What follows belongs to an exercise in optimizing a design on an open flow for small area, a short achievable clock period and few clock cycles; a production flow would make more cautious choices. The RTL was checked by simulation tests, not by an equivalence proof against the original design. Power and IR drop assume default switching activity.

== xenon ==
==> flow/design.v <==
`timescale 1ns/1ps
`default_nettype none
package mem_pkg;
  localparam int MEM_TAG_BITS     = 4;
  localparam int NUM_MEM_TAGS     = 1 << MEM_TAG_BITS;
  localparam int WORD_OFFSET_BITS = 3;   
  localparam int ICACHE_IDX_BITS  = 5;
  localparam int ICACHE_TAG_BITS  = 8;
  typedef enum logic [1:0] {
    BUS_NONE  = 2'h0,
    BUS_LOAD  = 2'h1,
    BUS_STORE = 2'h2
  } bus_command_e;
  typedef logic [MEM_TAG_BITS-1:0] mem_tag_t;   
  typedef logic [63:0]             addr_t;
  typedef logic [63:0]             word_t;
  typedef enum logic [0:0] {
    DATA_LOAD  = 1'b0,
    DATA_STORE = 1'b1
  } data_op_e;
  typedef struct packed {
    addr_t addr;
  } fetch_req_t;
  typedef struct packed {
    data_op_e op;
    addr_t    addr;
    word_t    data;
  } data_req_t;
  typedef struct packed {
    bus_command_e command;
    addr_t        addr;
    word_t        data;
  } bus_req_t;
  typedef struct packed {
    mem_tag_t response;   
    mem_tag_t tag;        
    word_t    data;
  } bus_rsp_t;
endpackage
`default_nettype wire
`timescale 1ns/1ps
`default_nettype none
module mem_front_top #(
  parameter int QUEUE_DEPTH = 4
) (
  input  logic         clock,
  input  logic         reset,
  input  logic         fetch_req,           
  input  logic [63:0]  fetch_addr,
  output logic         fetch_ack,
  output logic [63:0]  fetch_data,
  input  logic         data_req,            
  input  logic [128:0] data_cmd,            
  output logic         data_ack,
  output logic [63:0]  load_data,
  output logic [1:0]   proc2mem_command,
  output logic [63:0]  proc2mem_addr,
  output logic [63:0]  proc2mem_data,
  input  logic [3:0]   mem2proc_response,
  input  logic [3:0]   mem2proc_tag,
  input  logic [63:0]  mem2proc_data
);
  logic       f_pend;    
  logic [3:0] f_tag;
  logic       d_pend;    
  logic [3:0] d_tag;
  logic f_bid, d_bid, d_store, d_sel, accepted, f_ret, d_ret;
  assign d_store  = data_cmd[128];
  assign f_bid    = fetch_req && !f_pend;
  assign d_bid    = data_req && !d_pend;
  assign d_sel    = d_bid;                   
  assign accepted = (mem2proc_response != 4'd0);
  assign proc2mem_command = d_sel ? (d_store ? 2'd2 : 2'd1) : (f_bid ? 2'd1 : 2'd0);
  assign proc2mem_addr    = d_sel ? data_cmd[127:64] : fetch_addr;
  assign proc2mem_data    = data_cmd[63:0];
  assign f_ret = f_pend && (mem2proc_tag == f_tag);
  assign d_ret = d_pend && (mem2proc_tag == d_tag);
  assign fetch_ack  = f_ret;
  assign fetch_data = mem2proc_data;
  assign data_ack   = d_ret || (d_sel && d_store && accepted);
  assign load_data  = mem2proc_data;
  always_ff @(posedge clock) begin
    if (reset) begin
      f_pend <= 1'b0;
      d_pend <= 1'b0;
    end else begin
      if (f_ret) f_pend <= 1'b0;
      else if (!d_sel && f_bid && accepted) f_pend <= 1'b1;
      if (d_ret) d_pend <= 1'b0;
      else if (d_sel && !d_store && accepted) d_pend <= 1'b1;
    end
  end
  always_ff @(posedge clock) begin
    if (accepted) begin
      if (d_sel) d_tag <= mem2proc_response;
      else       f_tag <= mem2proc_response;
    end
  end
endmodule
`default_nettype wire
Settings: LEC_CHECK=0, CAP_MARGIN=20, CORE_AREA=5 5 195 195, DIE_AREA=0 0 200 200, SLEW_MARGIN=20; clock period 6.0 ns.
standard.sh (not shown) runs the stock make flow with config.mk's settings and CLKGATE_MAP_FILE= SYNTH_SCRIPT=/design/flow/synth_recipe.tcl, a recipe that flattens the netlist after the stock synthesis.
==> flow/flow/run.sh <==
#!/bin/bash
# The standard layout, with the smallest buffer on every port.
set -euo pipefail
export BUFFER_PORTS_ARGS="-buffer_cell sky130_fd_sc_hd__buf_1"
bash standard.sh > standard.log 2>&1
Testbench counts of xenon, summed over its fixed seeds: cycles 24,903.
--- input diff xenon..raven ---
-- flow/design.v --
<<< xenon, line 58
  output logic [63:0]  proc2mem_data,
  input  logic [3:0]   mem2proc_response,
  input  logic [3:0]   mem2proc_tag,
  input  logic [63:0]  mem2proc_data
);
  logic       f_pend;    
  logic [3:0] f_tag;
  logic       d_pend;    
  logic [3:0] d_tag;
  logic f_bid, d_bid, d_store, d_sel, accepted, f_ret, d_ret;
  assign d_store  = data_cmd[128];
  assign f_bid    = fetch_req && !f_pend;
  assign d_bid    = data_req && !d_pend;
  assign d_sel    = d_bid;                   
  assign accepted = (mem2proc_response != 4'd0);
  assign proc2mem_command = d_sel ? (d_store ? 2'd2 : 2'd1) : (f_bid ? 2'd1 : 2'd0);
  assign proc2mem_addr    = d_sel ? data_cmd[127:64] : fetch_addr;
  assign proc2mem_data    = data_cmd[63:0];
  assign f_ret = f_pend && (mem2proc_tag == f_tag);
  assign d_ret = d_pend && (mem2proc_tag == d_tag);
  assign fetch_ack  = f_ret;
  assign fetch_data = mem2proc_data;
  assign data_ack   = d_ret || (d_sel && d_store && accepted);
  assign load_data  = mem2proc_data;
  always_ff @(posedge clock) begin
    if (reset) begin
      f_pend <= 1'b0;
      d_pend <= 1'b0;
    end else begin
      if (f_ret) f_pend <= 1'b0;
      else if (!d_sel && f_bid && accepted) f_pend <= 1'b1;
      if (d_ret) d_pend <= 1'b0;
      else if (d_sel && !d_store && accepted) d_pend <= 1'b1;
    end
  end
  always_ff @(posedge clock) begin
    if (accepted) begin
      if (d_sel) d_tag <= mem2proc_response;
      else       f_tag <= mem2proc_response;
    end
  end
endmodule
>>> raven, line 58
  output logic [63:0]  proc2mem_data,
  input  logic [3:0]   mem2proc_response,
  input  logic [63:0]  mem2proc_data,
  input  logic [3:0]   mem2proc_tag
);
  logic       own_f;     
  logic       f_acked;   
  logic       f_pend;    
  logic [3:0] f_tag;
  logic       d_pend;    
  logic f_bid, d_bid, d_store, accepted, f_ret, d_ret;
  assign d_store  = data_cmd[128];
  assign f_bid    = own_f && fetch_req && !f_pend;
  assign d_bid    = !own_f && data_req && !d_pend;
  assign accepted = (mem2proc_response != 4'd0);
  assign proc2mem_command = {d_bid && d_store, f_bid || (d_bid && !d_store)};
  assign proc2mem_addr    = {data_cmd[127:80] & {48{!own_f}},
                             own_f ? fetch_addr[15:3] : data_cmd[79:67],
                             data_cmd[66:64]};
  assign proc2mem_data    = data_cmd[63:0];
  assign f_ret = f_pend && (mem2proc_tag == f_tag);
  assign d_ret = d_pend && (mem2proc_tag != 4'd0) && !f_ret;
  assign fetch_ack  = f_ret;
  assign fetch_data = mem2proc_data;
  assign data_ack   = d_ret || (d_bid && d_store && accepted);
  assign load_data  = mem2proc_data;
  always_ff @(posedge clock) begin
    if (reset) begin
      own_f   <= 1'b0;
      f_acked <= 1'b0;
      f_pend  <= 1'b0;
      d_pend  <= 1'b0;
    end else begin
      own_f   <= f_acked || (fetch_req && !f_pend && !(f_bid && accepted) && !f_ret);
      f_acked <= f_ret;
      if (f_ret) f_pend <= 1'b0;
      else if (f_bid && accepted) f_pend <= 1'b1;
      if (d_ret) d_pend <= 1'b0;
      else if (d_bid && !d_store && accepted) d_pend <= 1'b1;
    end
  end
  always_ff @(posedge clock) begin
    if (f_bid && accepted) f_tag <= mem2proc_response;
  end
endmodule
- Between xenon and raven, the cell count went down.
- In raven the design area turned out about 22% lower than in xenon.
- Summary of raven over xenon: sequential cell fraction of total power picked up an extra 0.7 points; worst setup slack picked up an extra 0.19 ns.
- xenon has higher cell internal power dissipation than raven.
- On clock-buffer cell count: raven sits above xenon.
- Between raven and xenon, maximum frequency is higher for raven, xenon comes in under that.
- raven against xenon: routed wire length -39%; number of vias per cell after detailed routing went down; power went down by 27%; maximum cell stage delay along the critical path now smaller.
- Min worst setup slack before clock tree synthesis across raven and xenon: xenon
- Relative to xenon, the power dissipated in combinational cells measured on raven has decreased by more than a quarter.
Testbench counts of raven, summed over its fixed seeds: cycles 24,588.

==> re-timing with driven ports <==
Ports are ideal in the flow. The routed layouts listed here were re-timed in OpenROAD.
Step 1 (the two cells are an assumption about what drives the block):
set clk [get_ports {clock}]
set_driving_cell -lib_cell sky130_fd_sc_hd__clkbuf_16 $clk
set_driving_cell -lib_cell sky130_fd_sc_hd__buf_2 [delete_from_list [all_inputs] $clk]
Step 2 moves the port delays by t, midway between the first and last clock arrival at a register: inputs arrive t later, outputs are due t later. That takes back most of the time a late clock gives input paths.
Three values: ideal ports, drivers, drivers and shift; two values: the first two.
run	t, ns	setup slack, ns	worst hold slack (ns)	worst register clock-pin slew, ns
xenon	0.262	2.175 / 2.144 / 2.144	0.494 / 0.494 / 0.494	0.04 / 0.04
raven	0.260	2.361 / 2.337 / 2.337	0.422 / 0.422 / 0.422	0.04 / 0.04
After both steps setup and hold are still met in every run listed. For xenon, which loses most, drivers alone change the setup slack by -0.031 ns; drivers and shift together by -0.031 ns.
